What follows belongs to an exercise in optimizing a design on an open flow for small area, a short achievable clock period and few clock cycles per item; a production flow would make more cautious choices.
In this exercise RTL edits were held to simulation tests only and were not proved equivalent to the original.
Power and IR drop assume default switching activity.

<file path="flow/config.mk">
export PLATFORM = sky130hd
export DESIGN_NAME = dual_queue_shared_array
export DESIGN_NICKNAME = dual_queue_shared_array
export VERILOG_FILES = /design/flow/design.v
export SDC_FILE = /design/flow/constraint.sdc
export NUM_CORES = 4
export LEC_CHECK = 0
export ABC_CLOCK_PERIOD_IN_PS = 2700
export CAP_MARGIN = 20
export CORE_MARGIN = 2
export CORE_UTILIZATION = 56
export CTS_CLUSTER_DIAMETER = 90
export CTS_CLUSTER_SIZE = 27
export PLACE_DENSITY = 0.64
export SETUP_SLACK_MARGIN = 3.7
export SLEW_MARGIN = 20
export TNS_END_PERCENT = 30
</file>
<file path="flow/constraint.sdc">
create_clock -name core_clock -period 6.0 [get_ports {clk_i}]
set_input_delay 1.2000 -clock core_clock [delete_from_list [all_inputs] [get_ports {clk_i}]]
set_output_delay 1.2000 -clock core_clock [all_outputs]
set_load 0.01 [all_outputs]
</file>
<file path="flow/design.v">
package dqsa_pkg;
  localparam int unsigned DqsaDepth = 128;
  localparam int unsigned DataW = 32;
  typedef enum logic {
    REQ_ENQ = 1'b0,
    REQ_DEQ = 1'b1
  } req_type_e;
  typedef enum logic [1:0] {
    ST_OK        = 2'd0,
    ST_OVERFLOW  = 2'd1,
    ST_UNDERFLOW = 2'd2
  } status_e;
  typedef enum logic {
    S_IDLE = 1'b0,
    S_READ = 1'b1
  } ctrl_state_e;
  typedef struct packed {
    logic accept;     
    logic load_now;   
    logic load_ram;   
  } dqsa_cmd_t;
  typedef struct packed {
    logic deq_hit;    
    logic out_busy;   
  } dqsa_sts_t;
endpackage
module dual_queue_shared_array #(
  parameter int unsigned DEPTH = 128
) (
  input  logic        clk_i,
  input  logic        rst_ni,
  input  logic        s_axis_tvalid,
  output logic        s_axis_tready,
  input  logic [31:0] s_axis_tdata,    
  input  logic [1:0]  s_axis_tuser,    
  output logic        m_axis_tvalid,
  input  logic        m_axis_tready,
  output logic [31:0] m_axis_tdata,    
  output logic [1:0]  m_axis_tuser     
);
  localparam int unsigned D  = 128;
  localparam int unsigned AW = 7;
  logic          rdy;                   
  logic [AW:0]   ext_a_q, ext_b_q;      
  logic [AW-1:0] hd_a_q, hd_b_q;        
  logic          empty_a_q, empty_b_q;  
  logic          last_a_q, last_b_q;    
  logic          full_q;                
  logic [AW:0]   free_q;                
  logic [D-1:0][31:0] mem_q;
  logic take;
  logic enq_ok, enq_a, enq_b, deq_a, deq_b, deq_ok, sel_b, sel_empty;
  logic [1:0] status;
  always_comb begin
    take      = s_axis_tvalid && rdy;
    sel_b     = s_axis_tuser[1];
    sel_empty = sel_b ? empty_b_q : empty_a_q;
    enq_ok    = take && !s_axis_tuser[0] && !full_q;
    enq_a     = enq_ok && !sel_b;
    enq_b     = enq_ok &&  sel_b;
    deq_ok    = s_axis_tuser[0] && !sel_empty;
    deq_a     = take && deq_ok && !sel_b;
    deq_b     = take && deq_ok &&  sel_b;
    if (s_axis_tuser[0]) status = sel_empty ? 2'd2 : 2'd0;
    else                 status = full_q    ? 2'd1 : 2'd0;
  end
  logic [AW:0]   ext_a_d, ext_b_d, free_d;
  logic [AW-1:0] hd_a_d, hd_b_d;
  logic          empty_a_d, empty_b_d, last_a_d, last_b_d, full_d;
  always_comb begin
    ext_a_d   = ext_a_q;
    hd_a_d    = hd_a_q;
    empty_a_d = empty_a_q;
    last_a_d  = last_a_q;
    ext_b_d   = ext_b_q;
    hd_b_d    = hd_b_q;
    empty_b_d = empty_b_q;
    last_b_d  = last_b_q;
    free_d    = free_q;
    full_d    = full_q;
    if (enq_a) begin
      ext_a_d   = ext_a_q + 1'b1;
      empty_a_d = 1'b0;
      last_a_d  = empty_a_q;
      free_d    = free_q - 1'b1;
      full_d    = (free_q == (AW+1)'(1));
    end
    if (enq_b) begin
      ext_b_d   = ext_b_q + 1'b1;
      empty_b_d = 1'b0;
      last_b_d  = empty_b_q;
      free_d    = free_q - 1'b1;
      full_d    = (free_q == (AW+1)'(1));
    end
    if (deq_a) begin
      if (last_a_q) begin
        ext_a_d   = '0;
        hd_a_d    = '0;
        empty_a_d = 1'b1;
        last_a_d  = 1'b0;
        free_d    = free_q + ext_a_q;
        full_d    = 1'b0;
      end else begin
        hd_a_d    = hd_a_q + 1'b1;
        last_a_d  = ({1'b0, hd_a_q} + (AW+1)'(2) == ext_a_q);
      end
    end
    if (deq_b) begin
      if (last_b_q) begin
        ext_b_d   = '0;
        hd_b_d    = '0;
        empty_b_d = 1'b1;
        last_b_d  = 1'b0;
        free_d    = free_q + ext_b_q;
        full_d    = 1'b0;
      end else begin
        hd_b_d    = hd_b_q + 1'b1;
        last_b_d  = ({1'b0, hd_b_q} + (AW+1)'(2) == ext_b_q);
      end
    end
  end
  always_ff @(posedge clk_i or negedge rst_ni) begin
    if (!rst_ni) begin
      ext_a_q   <= '0;
      hd_a_q    <= '0;
      empty_a_q <= 1'b1;
      last_a_q  <= 1'b0;
      ext_b_q   <= '0;
      hd_b_q    <= '0;
      empty_b_q <= 1'b1;
      last_b_q  <= 1'b0;
      free_q    <= (AW+1)'(D);
      full_q    <= 1'b0;
    end else begin
      ext_a_q   <= ext_a_d;
      hd_a_q    <= hd_a_d;
      empty_a_q <= empty_a_d;
      last_a_q  <= last_a_d;
      ext_b_q   <= ext_b_d;
      hd_b_q    <= hd_b_d;
      empty_b_q <= empty_b_d;
      last_b_q  <= last_b_d;
      free_q    <= free_d;
      full_q    <= full_d;
    end
  end
  logic [AW-1:0] raddr;
  logic [D-1:0]  rsel_d;
  assign raddr = sel_b ? ~hd_b_q : hd_a_q;
  always_comb begin
    for (int i = 0; i < D; i++) rsel_d[i] = deq_ok && (raddr == AW'(i));
  end
  logic [AW-1:0] waddr;
  logic [D-1:0]  wen_q;
  logic [31:0]   wdata_q;
  assign waddr = sel_b ? ~ext_b_q[AW-1:0] : ext_a_q[AW-1:0];
  always_ff @(posedge clk_i) begin
    for (int i = 0; i < D; i++) wen_q[i] <= enq_ok && (waddr == AW'(i));
    wdata_q <= s_axis_tdata;
  end
  always_ff @(posedge clk_i) begin
    for (int i = 0; i < D; i++) begin
      if (wen_q[i]) mem_q[i] <= wdata_q;
    end
  end
  localparam int unsigned G  = 4;         
  localparam int unsigned GW = D / G;     
  logic         v1_q;
  logic [1:0]   st1_q;
  logic [D-1:0] rsel_q;
  always_ff @(posedge clk_i) begin
    rsel_q <= rsel_d;
    st1_q  <= status;
  end
  logic [G-1:0][31:0] part;
  always_comb begin
    for (int g = 0; g < G; g++) begin
      part[g] = '0;
      for (int k = 0; k < GW; k++) begin
        part[g] = part[g] | (mem_q[g*GW+k] & {32{rsel_q[g*GW+k]}});
      end
    end
  end
  logic               v2_q;
  logic [1:0]         st2_q;
  logic [G-1:0][31:0] part_q;
  always_ff @(posedge clk_i) begin
    part_q <= part;
    st2_q  <= st1_q;
  end
  logic [31:0] rdata;
  always_comb begin
    rdata = '0;
    for (int g = 0; g < G; g++) rdata = rdata | part_q[g];
  end
  logic [33:0] res;
  assign res = {st2_q, rdata};
  localparam int unsigned K = 4;
  logic [33:0]  e0_q;
  logic [33:0]  e_q [1:K-1];
  logic [2:0]   cnt_q;
  logic         ov;                 
  logic         pop;
  logic [2:0]   cnt_d;
  logic alive_q;
  assign rdy   = alive_q && ({1'b0, cnt_q} + {3'b0, v1_q} + {3'b0, v2_q}) <= 4'(K - 1);
  assign ov    = cnt_q != '0;
  assign pop   = ov && m_axis_tready;
  assign cnt_d = cnt_q - {2'b0, pop} + {2'b0, v2_q};
  always_ff @(posedge clk_i or negedge rst_ni) begin
    if (!rst_ni) begin
      alive_q <= 1'b0;
      v1_q  <= 1'b0;
      v2_q  <= 1'b0;
      cnt_q <= '0;
    end else begin
      alive_q <= 1'b1;
      v1_q  <= take;
      v2_q  <= v1_q;
      cnt_q <= cnt_d;
    end
  end
  logic [33:0] e0s_q;
  always_ff @(posedge clk_i) begin
    if (!ov || m_axis_tready) e0s_q <= (cnt_q < 3'd2) ? res : e_q[1];
  end
  always_ff @(posedge clk_i or negedge rst_ni) begin
    if (!rst_ni) begin
      e0_q <= '0;
    end else begin
      e0_q <= (ov && !m_axis_tready) ? e0s_q :
              (cnt_q >= 3'd2)        ? e_q[1] : res;
    end
  end
  always_ff @(posedge clk_i) begin
    for (int j = 1; j < K; j++) begin
      if (pop && cnt_q >= 3'(j + 2)) begin
        e_q[j] <= e_q[j+1 < K ? j+1 : j];
      end else if ((pop && cnt_q == 3'(j + 1)) || (!pop && cnt_q <= 3'(j))) begin
        e_q[j] <= res;
      end
    end
  end
  logic tready_q, tvalid_q;
  always_ff @(posedge clk_i or negedge rst_ni) begin
    if (!rst_ni) begin
      tready_q <= 1'b0;
      tvalid_q <= 1'b0;
    end else begin
      tready_q <= ({1'b0, cnt_d} + {3'b0, v1_q} + {3'b0, take}) <= 4'(K - 1);
      tvalid_q <= cnt_d != '0;
    end
  end
  assign s_axis_tready = tready_q;
  assign m_axis_tvalid = tvalid_q;
  assign m_axis_tuser  = e0_q[33:32];
  assign m_axis_tdata  = e0_q[31:0];
endmodule
</file>
<file path="flow/flow/run.sh">
#!/bin/bash
set -euo pipefail
bash standard.sh finish \
  "BUFFER_PORTS_ARGS=-buffer_cell sky130_fd_sc_hd__buf_2" \
  "POST_GLOBAL_PLACE_TCL=$PWD/flow/move_out.tcl" > flow_make.log 2>&1
</file>
<file path="flow/flow/move_out.tcl">
# Place the flip-flop that drives each output port's buffer on top of that
# buffer; detailed placement then legalizes it next to the buffer.
set block [ord::get_db_block]
set moved 0
foreach bterm [$block getBTerms] {
  if {[$bterm getIoType] != "OUTPUT"} { continue }
  set net [$bterm getNet]
  if {$net == "NULL"} { continue }
  set buf ""
  foreach it [$net getITerms] {
    if {[$it isOutputSignal]} { set buf [$it getInst] }
  }
  if {$buf == ""} { continue }
  set innet ""
  foreach it [$buf getITerms] {
    if {[$it isInputSignal]} { set innet [$it getNet] }
  }
  if {$innet == "" || $innet == "NULL"} { continue }
  set ff ""
  foreach it [$innet getITerms] {
    if {[$it isOutputSignal]} { set ff [$it getInst] }
  }
  if {$ff == ""} { continue }
  if {![[$ff getMaster] isSequential]} { continue }
  set loc [$buf getLocation]
  $ff setLocation [lindex $loc 0] [lindex $loc 1]
  incr moved
}
puts "move_out: placed $moved output flip-flops at their port buffers"
</file>
<file path="flow/standard.sh">
#!/bin/bash
# synth_recipe.tcl (not shown) runs the flow's synth.tcl, then flattens the netlist and writes it again
# the make line also repeats each setting of config.mk as NAME=value (left out here)
make -C /OpenROAD-flow-scripts/flow DESIGN_CONFIG=/design/flow/config.mk WORK_HOME=/design/flow/orfs CLKGATE_MAP_FILE= SYNTH_SCRIPT=/design/flow/synth_recipe.tcl "${@:-finish}"
</file>
==> results of run 1 <==
## cell families (layout without fill, tap and decap cells)
logic type / after synthesis / in the layout / synth area share
flops: 4737 / 4737 / 0.834
xor+xnor: 43 / 43 / 0.00228
mux: 15 / 15 / 0.000986
buf+inv: 524 / 809 / 0.0121
simple gates: 1383 / 1385 / 0.0423
compound gates: 2268 / 2268 / 0.105
other cells: 1 / 31 / 0.0000227
fa+ha+maj: 32 / 32 / 0.00256
## cell type report
cell class / count / area, µm²
flip-flops and latches: 4737 / 138000
fillers: 20900 / 116000
multi-input cells: 3744 / 25800
clock inverters: 10 / 75.1
well taps: 3919 / 4900
repair buffers: 380 / 2840
diodes: 30 / 75.1
inverters: 61 / 246
clock buffers: 358 / 5780
## metrics by stage
step	hold WS, ns	cell area [µm²]
finish	0.330	178000
global route	0.335	178000
CTS	0.310	177000
detailed placement	0.316	171000
global placement	0.315	171000
floorplan	0.310	165000
## cells in the final DEF (no fill, tap or decap), drive strengths merged, types with 10 or more instances in the layout
master | netlist | final
nand2 | 203 | 203
nand3 | 278 | 278
diode | 0 | 30
or4 | 128 | 128
a22oi | 1539 | 1539
o21ai | 32 | 32
inv | 59 | 66
nor4 | 44 | 44
a22o | 258 | 258
nor3 | 24 | 24
mux2 | 10 | 10
xor2 | 15 | 15
buf | 82 | 379
ha | 29 | 29
edfxtp | 4232 | 4232
clkbuf | 381 | 359
dfxtp | 420 | 420
a21oi | 120 | 120
nand4 | 267 | 267
dfrtp | 82 | 82
xnor2 | 28 | 28
nor2 | 401 | 402
a221oi | 258 | 258
## how the worst max path moves through the flow
stage / cells past startpoint / endpoint / start / slack [ns]
final: 1 / m_axis_tdata[27] / e0_q[27] / 3.34
after global routing: 1 / m_axis_tdata[27] / e0_q[27] / 3.31
after CTS: 1 / m_axis_tdata[27] / e0_q[27] / 3.30
after detailed placement: 6 / e0_q[11] / m_axis_tready / 1.92
after global placement: 6 / e0_q[31] / m_axis_tready / 2.21
after floorplan: 7 / tvalid_q / m_axis_tready / 3.34
## flip-flops by register name (all words and copies together), names as in the netlist, 3 cells and up
register and cells:
mem_q 4096, part_q 128, rsel_q 128, wen_q 128, e_q 102, e0_q 34
e0s_q 34, wdata_q 32, ext_a_q 8, ext_b_q 8, free_q 8, hd_a_q 7
hd_b_q 7, cnt_q 3
## layer usage
layer  wire [µm]  global-route usage  vias to the layer above
met5         138                   0                        -
met4       29800               0.164                       22
met3       85600              0.0940                     1390
met2      253000               0.561                     8509
met1      195000               0.509                    50200
li1            -                   -                    37200
## power breakdown
| part | leakage [nW] | internal [mW] | switching [mW] |
|---|---|---|---|
| Sequential | 42.7 | 36.9 | 0.903 |
| Clock | 2.79 | 6.63 | 9.80 |
| Combinational | 10.3 | 1.16 | 2.60 |
| Total | 55.9 | 44.7 | 13.3 |
## what timing repair did
item / 4_1_cts / 5_1_grt
gates cloned: 2 / 1
endpoints found under the setup margin: 392 / 394
hold buffers: 0 / 0
pin swaps: 6 / 4
endpoints found under the hold margin: 0 / 0
resized for setup: 30 / 70
setup buffers: 9 / 14
==> run notes, run 1 <==
Outcome:
- The flow ran to the end and the layout has no timing, DRC or antenna violations.

Final layout:
- In the final design database the tool counted 9196 nets.
- After the flow finishes, the layout carries non-filler instances totaling 13200.
- In the final layout, the share of cells above drive strength 1 is 0.109.
- The area growth from synthesis to layout is 7.87%.
- The final standard cell utilization of the core is 0.606.

Setup path:
- The startpoint type of the worst setup path is a flip-flop.
- The data required time of the critical path is 4.80 ns.
- For this run, the slowest stage of the critical path takes 0.39 ns.
- The critical path class is reg2out.
- The reg-to-reg critical path endpoint is part_q[62].
- Counting cells, the worst reg-to-reg path comes to 4.
- The cell family contributing the most delay on the critical path is flip-flops.
- The arrival time at the worst endpoint is 1.46 ns.
- The setup check on the worst reg-to-reg path leaves a slack of 3.46 ns.
- STA classifies the critical path endpoint as a primary output.
- Among all stages on the critical path, the largest delay is contributed by sky130_fd_sc_hd__dfrtp_1.
- In this run the worst path has a maximum fanout of 1.
- Together, buffers and inverters on the worst path number 1.
- Walking the worst path, the cells encountered are buf_2.
- The startpoint identified for the worst register-to-register timing path is rsel_q[40].

Timing:
- The clock period minus final worst setup slack is 2.66 ns.
- The setup-violating endpoint count in the final report is 0.
- At the pin with the least slew margin, the transition time is 1.19 ns.
- Of the available clock period, the critical path in the final layout requires 0.444.
- The final-report hold violation count is 0.
- For the final routed database, the setup TNS stands at 0 ns.
- Setup repair after global routing could not meet its margin everywhere.
- Setup slack closes at 3.34 ns.
- The maximum clock skew at final layout is 0.0785 ns.
- The headroom to the max-slew limit is 0.210.
- The count of final max-slew check failures is 0.
- Static timing analysis puts the maximum clock frequency at 0.376 GHz.

Yosys:
- Counting every net in the synthesized netlist gives 9073.
- The mapped netlist covers 0.165 mm².
- By area the synthesized netlist is led by sky130_fd_sc_hd__edfxtp_1 (77%), sky130_fd_sc_hd__a22oi_1 (7.0%), sky130_fd_sc_hd__dfxtp_1 (5.1%), sky130_fd_sc_hd__a221oi_1 (1.4%), sky130_fd_sc_hd__a22o_1 (1.4%).
- Counting flops and latches in the post-synthesis netlist gives 4737.
- sky130_fd_sc_hd__edfxtp_1 takes more of the synthesized area than any other cell.
- The synthesis warning total is 2.
- Yosys mapped the design onto 74 distinct sky130hd cell types.
- The area share of the largest cell type after synthesis is 0.771.
- The share of flip-flops with an asynchronous set or reset is 0.0179.
- The number of synthesized flops with an enable pin is 4232.
- Synthesis produced a netlist whose cell count is 9003.
- In the post-synthesis netlist, the cell with the most instances is sky130_fd_sc_hd__edfxtp_1.
- The share of the Yosys chip area taken by registers is 0.834.
- The most common flop cell mapped by yosys is sky130_fd_sc_hd__edfxtp_1.
- Dividing the synthesized area by the synthesized cell count gives 18.3 µm².
- In the synthesized netlist, the cells that appear most often are sky130_fd_sc_hd__edfxtp_1 (4232), sky130_fd_sc_hd__a22oi_1 (1539), sky130_fd_sc_hd__dfxtp_1 (420).

CTS:
- After clock tree synthesis, the clock-pin slew on the worst setup and hold paths is 0.10 ns.
- The latest clock arrival within the worst-skew pair is 0.95 ns.
- The clock tree synthesis step divided the H-tree into 4 levels.
- The TritonCTS clock tree is done.
- In this run, CTS created clock tree buffers numbering 202.
- The count of clock tree sinks is 4737.
- The buffer type at the clock tree root is sky130_fd_sc_hd__clkbuf_16.
- The number of buffers on the longest clock path is 4.

Placed design:
- The count of port buffers added during placement is 73.
- Timing analysis after detailed placement gives a worst setup slack of 1.92 ns.
- Summed over all nets, the half-perimeter wirelength after detailed placement is 267000 µm.
- After detailed placement, the design holds a cell count of 12800.

Pwr:
- After layout, the design draws a total of 58.0 mW.
- The leakage power figure is 55.9 nW.
- For this design the ratio of total power to cell area is 326 mW/mm².
- The maximum resistive drop on vdd is 0.000264 V.

Min path:
- The tightest min-delay check is of the in2async type.

Floorplanning:
- The initialized floorplan defines 199 standard-cell rows.
- For this configuration, the core starts out at a cell density of 0.562.
- The die height is 547 µm.
- The area of the core is 0.294 mm².
- The area of the die is 0.299 mm².
- The die width is 547 µm.
- The number of I/O pins is 74.

Drt:
- The via total after detailed routing is 97300.
- The number of iterations in the first detailed-routing pass is 6.
- The remaining number of nets flagged by the antenna check after routing is 0.
- For this block, the routed nets add up to 563000 µm of wire.
- After detailed routing, the number of remaining DRC violations is 0.
- The number of design-rule violations left by the first detailed-router iteration is 18200.
- In the routed layout, each cell is associated on average with a via count of 7.35.
- The mean routed wirelength per cell is 42.6 µm.

Global routing:
- The wire length of the first global-routing pass is 751000 µm.
- The global-route congestion overflow total is 0.
- The pin count of the biggest net entering global routing is 105.
- The all-layer global routing usage is 0.369.
- The number of antenna violations at the first check in global routing is 54.
- The number of global-route vias before repair is 90700.

Job:
- Across the run, the number of max-cap violations was 0.
Testbench counts, summed over its fixed seeds: cycles 24,024, items 24,000.
==> run 2: changes to the inputs <==
--- a/flow/design.v
+++ b/flow/design.v
@@ -225,11 +225,7 @@
     if (!ov || m_axis_tready) e0s_q <= (cnt_q < 3'd2) ? res : e_q[1];
   end
-  always_ff @(posedge clk_i or negedge rst_ni) begin
-    if (!rst_ni) begin
-      e0_q <= '0;
-    end else begin
-      e0_q <= (ov && !m_axis_tready) ? e0s_q :
-              (cnt_q >= 3'd2)        ? e_q[1] : res;
-    end
+  always_ff @(posedge clk_i) begin
+    e0_q <= (ov && !m_axis_tready) ? e0s_q :
+            (cnt_q >= 3'd2)        ? e_q[1] : res;
   end
   always_ff @(posedge clk_i) begin
==> run 2 against run 1 <==
Against the previous run: the layout now fails its checks (antenna rules); combinational power up 8.5%; highest routed layer unchanged; area after synthesis down 0.20%; largest power group unchanged; global-route usage up 0.73 points; non-clock buffer count up 2; critical path type unchanged.
==> run notes, run 2 <==
Floorplanning:
- The area of the die is 0.298 mm² (was 0.299 mm²).
- The area of the core is 0.293 mm² (was 0.294 mm²).
- The number of cell rows is 199 (unchanged).
- The die width came to 546 µm (was 547 µm).
- The die height is 546 µm (was 547 µm).
- The initial cell density of the core came to 0.562 (about the same).
- The number of I/O pins is 74 (unchanged).

Outcome:
- A clean result was blocked by antenna rules.
- Result of the run: complete, but fails checks (was complete, no violations).

Setup path:
- The data required time of the critical path is 4.80 ns (about the same).
- The largest fanout of any net on the critical path is 1 (unchanged).
- The startpoint type of the worst setup path is a flip-flop (unchanged).
- The worst flop-to-flop path startpoint is rsel_q[81] (was rsel_q[40]).
- The slowest cell on the critical path is sky130_fd_sc_hd__dfrtp_1 (unchanged).
- The dominant delay contributor by cell family on the critical path is flip-flops (unchanged).
- Cells along the critical path: buf_2 (unchanged).
- The number of buffers and inverters on the critical path came to 1 (unchanged).
- The critical path class is reg2out (unchanged).
- The critical path's largest stage delay is 0.38 ns (was 0.39 ns).
- The reg-to-reg critical path endpoint is part_q[72] (was part_q[62]).
- The arrival time at the worst endpoint is 1.46 ns (about the same).
- The setup slack of the worst register-to-register path is 3.44 ns (was 3.46 ns).
- The sort of element at the end of the critical path is a primary output (unchanged).
- The worst-case reg-to-reg path depth is 5 (was 4).

Drt:
- The mean routed wirelength per cell is 43.5 µm (was 42.6 µm).
- The via total after detailed routing came to 97800 (was 97300).
- The number of iterations in the first detailed-routing pass came to 6 (unchanged).
- The remaining number of nets flagged by the antenna check after routing came to 1 (was 0).
- The ratio of routed vias to standard cells was 7.40 (was 7.35).
- The detailed-route DRC error count is 0 (unchanged).
- The wire length reported by the detailed router is 574000 µm (was 563000 µm).
- The number of design-rule violations left by the first detailed-router iteration came to 19500 (was 18200).

Final layout:
- Most used cells in the layout excluding fill and tap cells: sky130_fd_sc_hd__edfxtp_1 (4232), sky130_fd_sc_hd__a22oi_1 (1533), sky130_fd_sc_hd__nor2_1 (394) (was sky130_fd_sc_hd__edfxtp_1 (4232), sky130_fd_sc_hd__a22oi_1 (1538), sky130_fd_sc_hd__nor2_1 (390)).
- The fill cell instance count of the final layout is 21000 (was 20900).
- The combined flip-flop and latch cell area is 0.138 mm² (about the same).
- The largest register by flop count is mem_q (unchanged).
- The fraction of layout cells with a size suffix above 1 is 0.107 (was 0.109).
- The multi-input gate area in the final layout is 0.0257 mm² (was 0.0258 mm²).
- The most common cell after layout, fill and taps aside is sky130_fd_sc_hd__edfxtp_1 (unchanged).
- The final instance count without filler cells is 13200 (about the same).
- The number of flip-flops in the largest register was 4096 (unchanged).
- The synthesis-to-layout area growth is 7.82% (was 7.87%).
- The final net count is 9187 (was 9196).

CTS:
- The latest clock arrival within the worst-skew pair is 0.95 ns (about the same).
- The number of buffers on the longest clock path came to 4 (unchanged).
- The count of hold-fix buffers inserted at cts came to 0 (unchanged).
- The count of clock tree sinks is 4737 (unchanged).
- The TritonCTS clock tree was done (unchanged).
- The buffer type at the clock tree root is sky130_fd_sc_hd__clkbuf_16 (unchanged).
- The number of clock buffers inserted by TritonCTS is 202 (unchanged).
- The clock transition at the register clock pins on the worst setup and hold paths after CTS was 0.10 ns (about the same).
- The maximum level of the CTS H-tree is 4 (unchanged).

Min path:
- The cell depth of the worst min-delay path is 1.
- The hold path endpoint is wdata_q[31].
- The worst hold path begins at s_axis_tdata[31].
- The type of the most critical hold path is in2reg (was in2async).

Yosys:
- The synthesis warning total is 2 (unchanged).
- The number of synthesized flops with an enable pin came to 4232 (unchanged).
- The post-synthesis sequential area ratio is 0.835 (was 0.834).
- The cell taking the most area after synthesis is sky130_fd_sc_hd__edfxtp_1 (unchanged).
- The most frequently used cell type in the post-synthesis netlist is sky130_fd_sc_hd__edfxtp_1 (unchanged).
- The synthesized flop and latch total came to 4737 (unchanged).
- The area share of the largest cell type after synthesis is 0.772 (was 0.771).
- The most common flop cell mapped by yosys is sky130_fd_sc_hd__edfxtp_1 (unchanged).
- Area contributors post-synth: sky130_fd_sc_hd__edfxtp_1 (77%), sky130_fd_sc_hd__a22oi_1 (7.0%), sky130_fd_sc_hd__dfxtp_1 (5.5%), sky130_fd_sc_hd__a22o_1 (1.4%), sky130_fd_sc_hd__a221oi_1 (1.4%) (was sky130_fd_sc_hd__edfxtp_1 (77%), sky130_fd_sc_hd__a22oi_1 (7.0%), sky130_fd_sc_hd__dfxtp_1 (5.1%), sky130_fd_sc_hd__a221oi_1 (1.4%), sky130_fd_sc_hd__a22o_1 (1.4%)).
- Top post-synthesis cells by count: sky130_fd_sc_hd__edfxtp_1 (4232), sky130_fd_sc_hd__a22oi_1 (1533), sky130_fd_sc_hd__dfxtp_1 (454) (was sky130_fd_sc_hd__edfxtp_1 (4232), sky130_fd_sc_hd__a22oi_1 (1539), sky130_fd_sc_hd__dfxtp_1 (420)).
- The count of cell types in the netlist is 55 (was 74).
- The netlist area before placement is 0.165 mm² (about the same).
- The share of flip-flops with an asynchronous set or reset is 0.0108 (was 0.0179).
- The post-synthesis average cell area was 18.3 µm² (about the same).
- The count of mapped cells out of synthesis came to 8990 (was 9003).
- The post-synthesis net count is 9060 (was 9073).

Placed design:
- The cell total after placement is 12800 (about the same).
- The count of port buffers added during placement is 73 (unchanged).
- The placed wire-length estimate after detailed placement is 270000 µm (was 267000 µm).

Timing:
- The final sum of negative setup slack came to 0 ns (unchanged).
- The maximum clock skew at final layout is 0.0496 ns (was 0.0785 ns).
- The transition time of the tightest slew-check pin is 1.22 ns (was 1.19 ns).
- Unrepaired setup endpoints after global routing: true (unchanged).
- The setup-violating endpoint count in the final report came to 0 (unchanged).
- The clock period minus final worst setup slack came to 2.66 ns (about the same).
- The final-report hold violation count was 0 (unchanged).
- The part of the cycle the worst path needs is 0.444 (about the same).
- The achievable frequency came to 0.376 GHz (about the same).
- The headroom to the max-slew limit is 0.186 (was 0.210).
- The count of final max-slew check failures is 0 (unchanged).

Global routing:
- The number of antenna violations at the first check in global routing is 36 (was 54).
- The all-layer global routing usage is 0.376 (was 0.369).
- The pin count of the biggest net entering global routing is 97 (was 105).
- The wire length of the first global-routing pass came to 761000 µm (was 751000 µm).
- The global-route congestion overflow total is 0 (unchanged).
- The number of global-route vias before repair was 89200 (was 90700).

Pwr:
- The leakage power figure came to 55.7 nW (was 55.9 nW).
- The power density over the cells is 329 mW/mm² (was 326 mW/mm²).
- The clock power share is 0.280 (was 0.283).
- The maximum resistive drop on vdd is 0.000268 V (was 0.000264 V).
- The net switching component of the power is 13.6 mW (was 13.3 mW).
- The combinational power share is 0.070 (was 0.065).
- The sequential fraction of design power was 0.650 (was 0.652).
- The internal cell power is 44.7 mW (about the same).
- The fraction of power spent switching nets is 0.234 (was 0.229).

Job:
- The max-cap check violation count was 0 (unchanged).
[run 2: cell count changes in the layout (fill, tap and decap cells not counted), moves of 10 or more]
| cell | previous run | this run |
|---|---|---|
| sky130_fd_sc_hd__buf_6 | 21 | 11 |
| sky130_fd_sc_hd__dfxtp_1 | 132 | 153 |
| sky130_fd_sc_hd__dfxtp_2 | 231 | 249 |
| sky130_fd_sc_hd__dfrtp_1 | 70 | 41 |
| sky130_fd_sc_hd__buf_4 | 288 | 299 |
[run 2: routing by layer]
| layer | routed length (µm) | vias up | share of wire | GRT usage |
|---|---|---|---|---|
| li1 | - | 37100 | - | - |
| met1 | 199000 | 50500 | 0.35 | 0.528 |
| met2 | 253000 | 8768 | 0.44 | 0.563 |
| met3 | 90900 | 1416 | 0.16 | 0.0975 |
| met4 | 31400 | 24 | 0.055 | 0.164 |
| met5 | 144 | - | 0.00025 | 0 |
[run 2: through the flow]
step           cell area, µm²  total power, mW  utilization  hold WS, ns  setup WS (ns)
3_3_place_gp           171000             41.9        0.584        0.320           2.27
3_5_place_dp           171000             42.1        0.584        0.334           2.25
2_1_floorplan          165000             40.2            -        0.310           3.34
6_report               177000             58.3        0.606        0.343           3.34
5_1_grt                177000             59.6        0.605        0.340           3.31
4_1_cts                177000             57.9        0.604        0.314           3.31
[run 2: how the worst max path moves through the flow]
stage                         start            end  slack (ns)  cells past startpoint
global placement    s_axis_tuser[1]      hd_b_q[6]        2.27                      7
CTS                        tvalid_q  m_axis_tvalid        3.31                      1
floorplan             m_axis_tready       tvalid_q        3.34                      7
global route               tvalid_q  m_axis_tvalid        3.31                      1
detailed placement  s_axis_tuser[1]      hd_b_q[6]        2.25                      7
finish                     tvalid_q  m_axis_tvalid        3.34                      1
[run 2: cell families (layout without fill, tap and decap cells)]
| kind of cell | after synthesis | after routing | share of synthesized area |
|---|---|---|---|
| DFF | 4737 | 4737 | 0.835 |
| AOI/OAI and AO/OA | 2254 | 2255 | 0.105 |
| muxes | 19 | 19 | 0.00124 |
| other | 1 | 22 | 0.0000228 |
| xor gates and xnor gates | 47 | 47 | 0.00250 |
| adders and majority gates | 32 | 32 | 0.00257 |
| and+or+nand+nor | 1376 | 1379 | 0.0421 |
| buffers and inverters | 524 | 799 | 0.0120 |
[run 2: cell type report]
cell class                      instances  area share
Antenna cell                           21    0.000296
Tap cell                             3919      0.0276
Inverter                               61     0.00140
Multi-Input combinational cell       3733       0.145
Sequential cell                      4737       0.777
Timing Repair Buffer                  382      0.0163
Clock inverter                          6    0.000353
Clock buffer                          350      0.0319
[run 2: repair_timing]
action | CTS | global route
gates resized for setup | 45 | 51
endpoints found under the setup margin | 531 | 449
gates cloned | 2 | 4
pin swaps | 9 | 1
buffers inserted | 21 | 9
[run 2: power groups by stage]
stage | clock network, mW | registers, mW | logic (mW)
4_1_cts | 16.3 | 37.9 | 3.75
3_3_place_gp | 0 | 38.8 | 3.11
3_5_place_dp | 0 | 38.6 | 3.52
5_1_grt | 17.3 | 38.0 | 4.27
6_report | 16.3 | 37.9 | 4.08
2_1_floorplan | 0 | 38.3 | 1.98
Testbench counts of run 2, summed over its fixed seeds: cycles 24,024, items 24,000.
==> run 3: changes to the inputs <==
--- a/flow/config.mk
+++ b/flow/config.mk
@@ -13,5 +13,5 @@
 export CTS_CLUSTER_SIZE = 27
 export PLACE_DENSITY = 0.64
-export SETUP_SLACK_MARGIN = 3.7
+export SETUP_SLACK_MARGIN = 3.8
 export SLEW_MARGIN = 20
-export TNS_END_PERCENT = 30
+export TNS_END_PERCENT = 40
==> run 3 against run 2 <==
Against the previous run: now clean on timing, DRC and antenna; total power rose by 0.31%; synthesized cell count did not move; cell area is 0.52% higher; die area unchanged; cell count is 0.16% higher; highest routed layer unchanged; wire length down 0.25%; flip-flop and latch count did not move; first-iteration DRC count down 1.1%; critical path type unchanged.
==> run notes, run 3 <==
Outcome:
- Result of the run: complete, no violations (was complete, but fails checks).

CTS:
- The number of buffers on the longest clock path was 4 (unchanged).
- The latest clock arrival within the worst-skew pair came to 0.97 ns (was 0.95 ns).
- The TritonCTS clock tree is done (unchanged).
- The buffer type at the clock tree root is sky130_fd_sc_hd__clkbuf_16 (unchanged).
- The count of clock tree sinks is 4737 (unchanged).
- The count of hold-fix buffers inserted at cts is 0 (unchanged).
- The number of clock buffers inserted by TritonCTS is 202 (unchanged).
- The maximum level of the CTS H-tree is 4 (unchanged).
- The clock transition at the register clock pins on the worst setup and hold paths after CTS is 0.10 ns (about the same).

Drt:
- The wire length reported by the detailed router came to 573000 µm (was 574000 µm).
- The detailed-route DRC error count is 0 (unchanged).
- The remaining number of nets flagged by the antenna check after routing is 0 (was 1).
- The number of design-rule violations left by the first detailed-router iteration is 19300 (was 19500).
- The ratio of routed vias to standard cells is 7.39 (was 7.40).
- The met2 wire length came to 255000 µm (was 253000 µm).
- The wire length on met3 is 88200 µm (was 90900 µm).
- The length of routed wiring on met1 is 199000 µm (about the same).
- The via total after detailed routing is 97800 (about the same).
- The number of iterations in the first detailed-routing pass is 8 (was 6).
- The highest metal layer with signal wires is met5 (unchanged).
- The mean routed wirelength per cell is 43.3 µm (was 43.5 µm).

Pwr:
- The clock power share is 0.278 (was 0.280).
- The internal cell power is 44.9 mW (was 44.7 mW).
- The leakage power figure was 56.1 nW (was 55.7 nW).
- The net switching component of the power is 13.6 mW (about the same).
- The maximum resistive drop on vdd is 0.000271 V (was 0.000268 V).
- The combinational power share was 0.074 (was 0.070).
- The power density over the cells is 328 mW/mm² (was 329 mW/mm²).
- The fraction of power spent switching nets is 0.233 (was 0.234).
- The sequential fraction of design power came to 0.648 (was 0.650).

Yosys:
- The cell taking the most area after synthesis was sky130_fd_sc_hd__edfxtp_1 (unchanged).
- The post-synthesis net count is 9060 (unchanged).
- Top post-synthesis cells by count: sky130_fd_sc_hd__edfxtp_1 (4232), sky130_fd_sc_hd__a22oi_1 (1533), sky130_fd_sc_hd__dfxtp_1 (454) (unchanged).
- Area contributors post-synth: sky130_fd_sc_hd__edfxtp_1 (77%), sky130_fd_sc_hd__a22oi_1 (7.0%), sky130_fd_sc_hd__dfxtp_1 (5.5%), sky130_fd_sc_hd__a22o_1 (1.4%), sky130_fd_sc_hd__a221oi_1 (1.4%) (unchanged).
- The post-synthesis average cell area is 18.3 µm² (unchanged).
- The synthesized flop and latch total is 4737 (unchanged).
- The most common flop cell mapped by yosys is sky130_fd_sc_hd__edfxtp_1 (unchanged).
- The count of cell types in the netlist was 55 (unchanged).
- The most frequently used cell type in the post-synthesis netlist is sky130_fd_sc_hd__edfxtp_1 (unchanged).
- The count of mapped cells out of synthesis was 8990 (unchanged).
- The post-synthesis sequential area ratio is 0.835 (unchanged).
- The area share of the largest cell type after synthesis is 0.772 (unchanged).
- The synthesis warning total is 2 (unchanged).
- The share of flip-flops with an asynchronous set or reset is 0.0108 (unchanged).
- The netlist area before placement was 0.165 mm² (unchanged).
- The number of synthesized flops with an enable pin is 4232 (unchanged).

Timing:
- The final-report hold violation count is 0 (unchanged).
- The maximum clock skew at final layout is 0.0585 ns (was 0.0496 ns).
- The achievable frequency is 0.379 GHz (was 0.376 GHz).
- Unrepaired setup endpoints after global routing: true (unchanged).
- The headroom to the max-slew limit came to 0.187 (was 0.186).
- The transition time of the tightest slew-check pin is 1.22 ns (about the same).
- The smallest setup slack after layout is 3.36 ns (was 3.34 ns).
- The part of the cycle the worst path needs is 0.440 (was 0.444).
- The final sum of negative setup slack was 0 ns (unchanged).
- The count of final max-slew check failures is 0 (unchanged).
- The clock period minus final worst setup slack was 2.64 ns (was 2.66 ns).
- The setup-violating endpoint count in the final report is 0 (unchanged).

Floorplanning:
- The area of the core is 0.293 mm² (unchanged).
- The number of cell rows was 199 (unchanged).
- The area of the die was 0.298 mm² (unchanged).
- The number of I/O pins is 74 (unchanged).
- The initial cell density of the core is 0.562 (unchanged).
- The die width is 546 µm (unchanged).
- The die height was 546 µm (unchanged).

Placed design:
- The placed wire-length estimate after detailed placement is 269000 µm (was 270000 µm).
- The pre-CTS setup slack is 1.97 ns (was 2.25 ns).
- The count of port buffers added during placement is 73 (unchanged).

Global routing:
- The number of global-route vias before repair is 90400 (was 89200).
- The global-route congestion overflow total is 0 (unchanged).
- The pin count of the biggest net entering global routing was 97 (unchanged).
- The number of antenna violations at the first check in global routing was 22 (was 36).
- The wire length of the first global-routing pass is 762000 µm (was 761000 µm).
- The all-layer global routing usage is 0.377 (was 0.376).

Setup path:
- The largest fanout of any net on the critical path is 1 (unchanged).
- The startpoint type of the worst setup path is a flip-flop (unchanged).
- The critical path class is reg2out (unchanged).
- Cells along the critical path: buf_2 (unchanged).
- The setup slack of the worst register-to-register path is 3.67 ns (was 3.44 ns).
- The slowest cell on the critical path is sky130_fd_sc_hd__dfrtp_1 (unchanged).
- The sort of element at the end of the critical path is a primary output (unchanged).
- The data required time of the critical path is 4.80 ns (about the same).
- The critical path's largest stage delay came to 0.38 ns (about the same).
- The number of buffers and inverters on the critical path came to 1 (unchanged).
- The dominant delay contributor by cell family on the critical path is flip-flops (unchanged).
- The arrival time at the worst endpoint is 1.44 ns (was 1.46 ns).

Final layout:
- The fraction of layout cells with a size suffix above 1 came to 0.119 (was 0.107).
- The number of flip-flops in the largest register came to 4096 (unchanged).
- Most used cells in the layout excluding fill and tap cells: sky130_fd_sc_hd__edfxtp_1 (4232), sky130_fd_sc_hd__a22oi_1 (1533), sky130_fd_sc_hd__nor2_1 (389) (was sky130_fd_sc_hd__edfxtp_1 (4232), sky130_fd_sc_hd__a22oi_1 (1533), sky130_fd_sc_hd__nor2_1 (394)).
- The largest register by flop count is mem_q (unchanged).
- The most common cell after layout, fill and taps aside is sky130_fd_sc_hd__edfxtp_1 (unchanged).
- The final net count is 9205 (was 9187).
- The synthesis-to-layout area growth is 8.38% (was 7.82%).

Job:
- The max-cap check violation count is 0 (unchanged).

Min path:
- The type of the most critical hold path was in2reg (unchanged).
[run 3: kinds of logic after synthesis]
logic type / Yosys count / synth area share
XOR/XNOR: 47 / 0.00250
AND/OR/NAND/NOR: 1376 / 0.0421
other: 1 / 0.0000228
AO/OA/AOI/OAI: 2254 / 0.105
flip-flops: 4737 / 0.835
buffers and inverters: 524 / 0.0120
multiplexers: 19 / 0.00124
adder cells (fa/ha/maj): 32 / 0.00257
[run 3: power groups by stage]
stage	sequential, mW	clock (mW)	combinational [mW]
floorplan	38.3	0	2.07
global placement	38.8	0	3.21
detailed placement	38.6	0	3.63
CTS	37.8	16.2	4.02
global route	38.0	17.3	4.52
finish	37.9	16.3	4.32
[run 3: final timing paths]
path | from | endpoint | cells after the start
worst max-delay path | tvalid_q | m_axis_tvalid | 1
worst min-delay path | s_axis_tdata[30] | wdata_q[30] | 1
worst max register to register | rsel_q[88] | part_q[65] | 5
worst min register to register | st1_q[0] | st2_q[0] | 0
max in group asynchronous | rst_ni | hd_a_q[2] | 2
min in group asynchronous | rst_ni | tready_q | 2
[run 3: repair_timing]
action	in CTS	in global routing
endpoints found under the setup margin	600	325
resized for setup	70	131
setup buffers	27	21
gates cloned	4	1
pin swaps	16	19
[run 3: metal layers]
layer,GRT usage,vias to the layer above
met5,0,-
met3,0.0985,1471
met2,0.568,8449
met1,0.524,50700
met4,0.162,12
li1,-,37200
[run 3: layout make-up]
cell class	count	area [µm²]
clock buffers	357	5700
clock inverters	4	65.1
well taps	3919	4900
fillers	20900	115000
inverters	61	254
repair buffers	401	3240
flip-flops and latches	4737	138000
diodes	19	47.5
multi-input cells	3732	26200
[run 3: stage by stage]
stage | instances | util | instance area, µm² | total power [mW] | hold WS, ns
finish | 13200 | 0.609 | 178000 | 58.5 | 0.351
global route | 13200 | 0.609 | 178000 | 59.7 | 0.324
CTS | 13200 | 0.606 | 178000 | 58.1 | 0.314
detailed placement | 12800 | 0.585 | 171000 | 42.2 | 0.359
global placement | 12800 | 0.585 | 171000 | 42.0 | 0.369
floorplan | 8990 | - | 166000 | 40.3 | 0.310
==> run 4: changes to the inputs <==
--- a/flow/config.mk
+++ b/flow/config.mk
@@ -9,9 +9,9 @@
 export CAP_MARGIN = 20
 export CORE_MARGIN = 2
-export CORE_UTILIZATION = 56
+export CORE_UTILIZATION = 58
 export CTS_CLUSTER_DIAMETER = 90
 export CTS_CLUSTER_SIZE = 27
-export PLACE_DENSITY = 0.64
-export SETUP_SLACK_MARGIN = 3.8
+export PLACE_DENSITY = 0.66
+export SETUP_SLACK_MARGIN = 3.7
 export SLEW_MARGIN = 20
-export TNS_END_PERCENT = 40
+export TNS_END_PERCENT = 30
==> run 4 against run 3 <==
Against the previous run: maximum frequency shrank 1.4%; first-iteration DRC count grew 5.4%; largest power group unchanged; largest cell class unchanged; combinational power shrank 5.6%; worst setup slack lost 0.037 ns.
==> run notes, run 4 <==
Outcome:
- Result of the run: complete, no violations (unchanged).

Yosys:
- The synthesis warning total is 2 (unchanged).
- The most common flop cell mapped by yosys is sky130_fd_sc_hd__edfxtp_1 (unchanged).
- The netlist area before placement came to 0.165 mm² (unchanged).
- Top post-synthesis cells by count: sky130_fd_sc_hd__edfxtp_1 (4232), sky130_fd_sc_hd__a22oi_1 (1533), sky130_fd_sc_hd__dfxtp_1 (454) (unchanged).
- The post-synthesis net count is 9060 (unchanged).
- The number of synthesized flops with an enable pin came to 4232 (unchanged).
- The post-synthesis sequential area ratio was 0.835 (unchanged).
- The most frequently used cell type in the post-synthesis netlist is sky130_fd_sc_hd__edfxtp_1 (unchanged).
- The synthesized flop and latch total was 4737 (unchanged).
- The area share of the largest cell type after synthesis is 0.772 (unchanged).
- The share of flip-flops with an asynchronous set or reset is 0.0108 (unchanged).
- The cell taking the most area after synthesis was sky130_fd_sc_hd__edfxtp_1 (unchanged).
- The count of cell types in the netlist is 55 (unchanged).
- The count of mapped cells out of synthesis came to 8990 (unchanged).
- Area contributors post-synth: sky130_fd_sc_hd__edfxtp_1 (77%), sky130_fd_sc_hd__a22oi_1 (7.0%), sky130_fd_sc_hd__dfxtp_1 (5.5%), sky130_fd_sc_hd__a22o_1 (1.4%), sky130_fd_sc_hd__a221oi_1 (1.4%) (unchanged).
- The post-synthesis average cell area is 18.3 µm² (unchanged).

Timing:
- The maximum clock skew at final layout came to 0.0344 ns (was 0.0585 ns).
- The setup-violating endpoint count in the final report was 0 (unchanged).
- The worst-case hold slack came to 0.345 ns (was 0.351 ns).
- The achievable frequency was 0.373 GHz (was 0.379 GHz).
- The headroom to the max-slew limit is 0.248 (was 0.187).
- The clock period minus final worst setup slack is 2.68 ns (was 2.64 ns).
- The part of the cycle the worst path needs is 0.446 (was 0.440).
- The transition time of the tightest slew-check pin was 1.13 ns (was 1.22 ns).
- The count of final max-slew check failures is 0 (unchanged).
- The final sum of negative setup slack came to 0 ns (unchanged).
- Unrepaired setup endpoints after global routing: true (unchanged).
- The final-report hold violation count was 0 (unchanged).

Placed design:
- The count of port buffers added during placement is 73 (unchanged).
- The placed wire-length estimate after detailed placement is 268000 µm (was 269000 µm).

Global routing:
- The number of global-route vias before repair is 89800 (was 90400).
- The number of antenna violations at the first check in global routing was 45 (was 22).
- The global-route congestion overflow total is 0 (unchanged).
- The all-layer global routing usage is 0.390 (was 0.377).
- The pin count of the biggest net entering global routing is 97 (unchanged).
- The wire length of the first global-routing pass came to 756000 µm (was 762000 µm).

Min path:
- The type of the most critical hold path is reg2reg (was in2reg).

CTS:
- The number of clock buffers inserted by TritonCTS is 202 (unchanged).
- The count of hold-fix buffers inserted at cts is 0 (unchanged).
- The number of buffers on the longest clock path was 4 (unchanged).
- The count of clock tree sinks was 4737 (unchanged).
- The clock transition at the register clock pins on the worst setup and hold paths after CTS is 0.11 ns (was 0.10 ns).
- The TritonCTS clock tree is done (unchanged).
- The latest clock arrival within the worst-skew pair is 0.95 ns (was 0.97 ns).
- The buffer type at the clock tree root is sky130_fd_sc_hd__clkbuf_16 (unchanged).
- The maximum level of the CTS H-tree is 4 (unchanged).

Floorplanning:
- The number of cell rows came to 195 (was 199).
- The area of the die came to 0.288 mm² (was 0.298 mm²).
- The die width is 537 µm (was 546 µm).
- The number of I/O pins was 74 (unchanged).
- The die height is 537 µm (was 546 µm).
- The area of the core is 0.282 mm² (was 0.293 mm²).
- The initial cell density of the core is 0.583 (was 0.562).

Drt:
- The ratio of routed vias to standard cells was 7.50 (was 7.39).
- The via total after detailed routing is 97700 (was 97800).
- The number of iterations in the first detailed-routing pass was 6 (was 8).
- The mean routed wirelength per cell is 43.6 µm (was 43.3 µm).
- The wire length reported by the detailed router is 569000 µm (was 573000 µm).
- The remaining number of nets flagged by the antenna check after routing is 0 (unchanged).
- The detailed-route DRC error count is 0 (unchanged).
- The number of design-rule violations left by the first detailed-router iteration is 20300 (was 19300).

Final layout:
- The number of flip-flops in the largest register is 4096 (unchanged).
- The fraction of layout cells with a size suffix above 1 is 0.110 (was 0.119).
- The synthesis-to-layout area growth is 7.82% (was 8.38%).
- The final net count is 9186 (was 9205).
- The most common cell after layout, fill and taps aside was sky130_fd_sc_hd__edfxtp_1 (unchanged).
- The largest register by flop count is mem_q (unchanged).
- Most used cells in the layout excluding fill and tap cells: sky130_fd_sc_hd__edfxtp_1 (4232), sky130_fd_sc_hd__a22oi_1 (1533), sky130_fd_sc_hd__nor2_1 (391) (was sky130_fd_sc_hd__edfxtp_1 (4232), sky130_fd_sc_hd__a22oi_1 (1533), sky130_fd_sc_hd__nor2_1 (389)).

Pwr:
- The maximum resistive drop on vdd came to 0.000319 V (was 0.000271 V).
- The power density over the cells is 329 mW/mm² (was 328 mW/mm²).
- The leakage power figure is 55.7 nW (was 56.1 nW).

Setup path:
- The startpoint type of the worst setup path is a flip-flop (unchanged).
- The critical path's largest stage delay is 0.37 ns (was 0.38 ns).
- The slowest cell on the critical path is sky130_fd_sc_hd__dfxtp_2 (was sky130_fd_sc_hd__dfrtp_1).
- The largest fanout of any net on the critical path is 1 (unchanged).
- Cells along the critical path: buf_8 (was buf_2).
- The sort of element at the end of the critical path is a primary output (unchanged).
- The number of buffers and inverters on the critical path is 1 (unchanged).
- The dominant delay contributor by cell family on the critical path was flip-flops (unchanged).
- The critical path class is reg2out (unchanged).
- The data required time of the critical path is 4.80 ns (about the same).
- The arrival time at the worst endpoint came to 1.48 ns (was 1.44 ns).

Job:
- The max-cap check violation count is 0 (unchanged).
## run 4: cell counts after synthesis
No cell type changed its count.
## run 4: worst paths after layout
| kind | slack [ns] | cells past startpoint | start | end |
|---|---|---|---|---|
| hold reg to reg | 0.35 | 0 | st1_q[0] | st2_q[0] |
| hold / removal | 0.35 | 0 | st1_q[0] | st2_q[0] |
| max in group asynchronous | 5.03 | 2 | rst_ni | ext_a_q[1] |
| setup / recovery | 3.32 | 1 | e0_q[18] | m_axis_tdata[18] |
| setup reg to reg | 3.50 | 5 | rsel_q[4] | part_q[26] |
| min in group asynchronous | 0.39 | 2 | rst_ni | alive_q |
## run 4: kinds of logic (layout without fill, tap and decap cells)
family,Yosys count,count (layout),synth area share
DFF,4737,4737,0.835
AOI/OAI and AO/OA,2254,2254,0.105
and+or+nand+nor,1376,1378,0.0421
buffers and inverters,524,806,0.0120
xor gates and xnor gates,47,47,0.00250
adders and majority gates,32,32,0.00257
muxes,19,19,0.00124
other,1,16,0.0000228
## run 4: cell type report
class | instances | area, µm²
flip-flops and latches | 4737 | 138000
fillers | 19500 | 105000
multi-input cells | 3731 | 25700
clock buffers | 355 | 5660
well taps | 3743 | 4680
repair buffers | 383 | 2960
inverters | 61 | 254
clock inverters | 7 | 111
diodes | 15 | 37.5
## run 4: per-layer routing
| metal | up-vias | global-route usage | wire, µm |
|---|---|---|---|
| met2 | 8904 | 0.587 | 253000 |
| met1 | 50000 | 0.542 | 192000 |
| met3 | 1596 | 0.102 | 91500 |
| li1 | 37100 | - | - |
| met5 | - | 0.000822 | 246 |
| met4 | 34 | 0.172 | 31700 |
## run 4: repair_timing
action / in CTS / in global routing
pin swaps: 12 / 11
resized for setup: 38 / 92
setup buffers: 15 / 25
gates cloned: 2 / 1
endpoints found under the setup margin: 522 / 248
## run 4: power breakdown
part / internal [mW] / switching (mW)
combinational: 1.35 / 2.73
clock: 6.54 / 9.77
sequential: 37.0 / 0.977
## run 4: per-stage QoR
| step | power (mW) | cells | setup WS (ns) | cell area, µm² | utilization |
|---|---|---|---|---|---|
| after floorplan | 40.2 | 8990 | 3.34 | 165000 | - |
| after global placement | 41.9 | 12600 | 2.19 | 171000 | 0.605 |
| after detailed placement | 42.1 | 12600 | 2.22 | 171000 | 0.605 |
| after CTS | 57.8 | 13000 | 3.32 | 177000 | 0.627 |
| after global routing | 59.6 | 13000 | 3.33 | 177000 | 0.629 |
| final | 58.3 | 13000 | 3.32 | 177000 | 0.629 |

what the ideal ports hide:
Ports are ideal in the flow. The routed layouts listed here were re-timed in OpenROAD.
Step 1: set_driving_cell puts a clkbuf_16 on clk_i and a buf_2 on each other input, an assumption about the parent block.
Step 2 moves the port delays by t, midway between the first and last clock arrival at a register: inputs arrive t later, outputs are due t later. That takes back most of the time a late clock gives input paths.
Three values: ideal, step 1, step 2; two values: the first two.
| run | t (ns) | setup slack, ns | clock arrival spread, ns | worst register clock-pin slew, ns | cell pins on the clock port's net |
|---|---|---|---|---|---|
| run 1 | 1.027 | 3.338 / 3.221 / 2.720 | 0.086 / 0.086 | 0.11 / 0.11 | 1 |
| run 2 | 1.025 | 3.337 / 3.237 / 2.497 | 0.054 / 0.054 | 0.11 / 0.11 | 1 |
| run 3 | 1.042 | 3.359 / 3.248 / 2.685 | 0.069 / 0.068 | 0.11 / 0.11 | 1 |
| run 4 | 1.028 | 3.321 / 3.224 / 2.579 | 0.043 / 0.043 | 0.11 / 0.11 | 1 |
The setup slack of run 2, which loses most, moves by -0.100 ns with the drivers and by -0.840 ns with both steps.
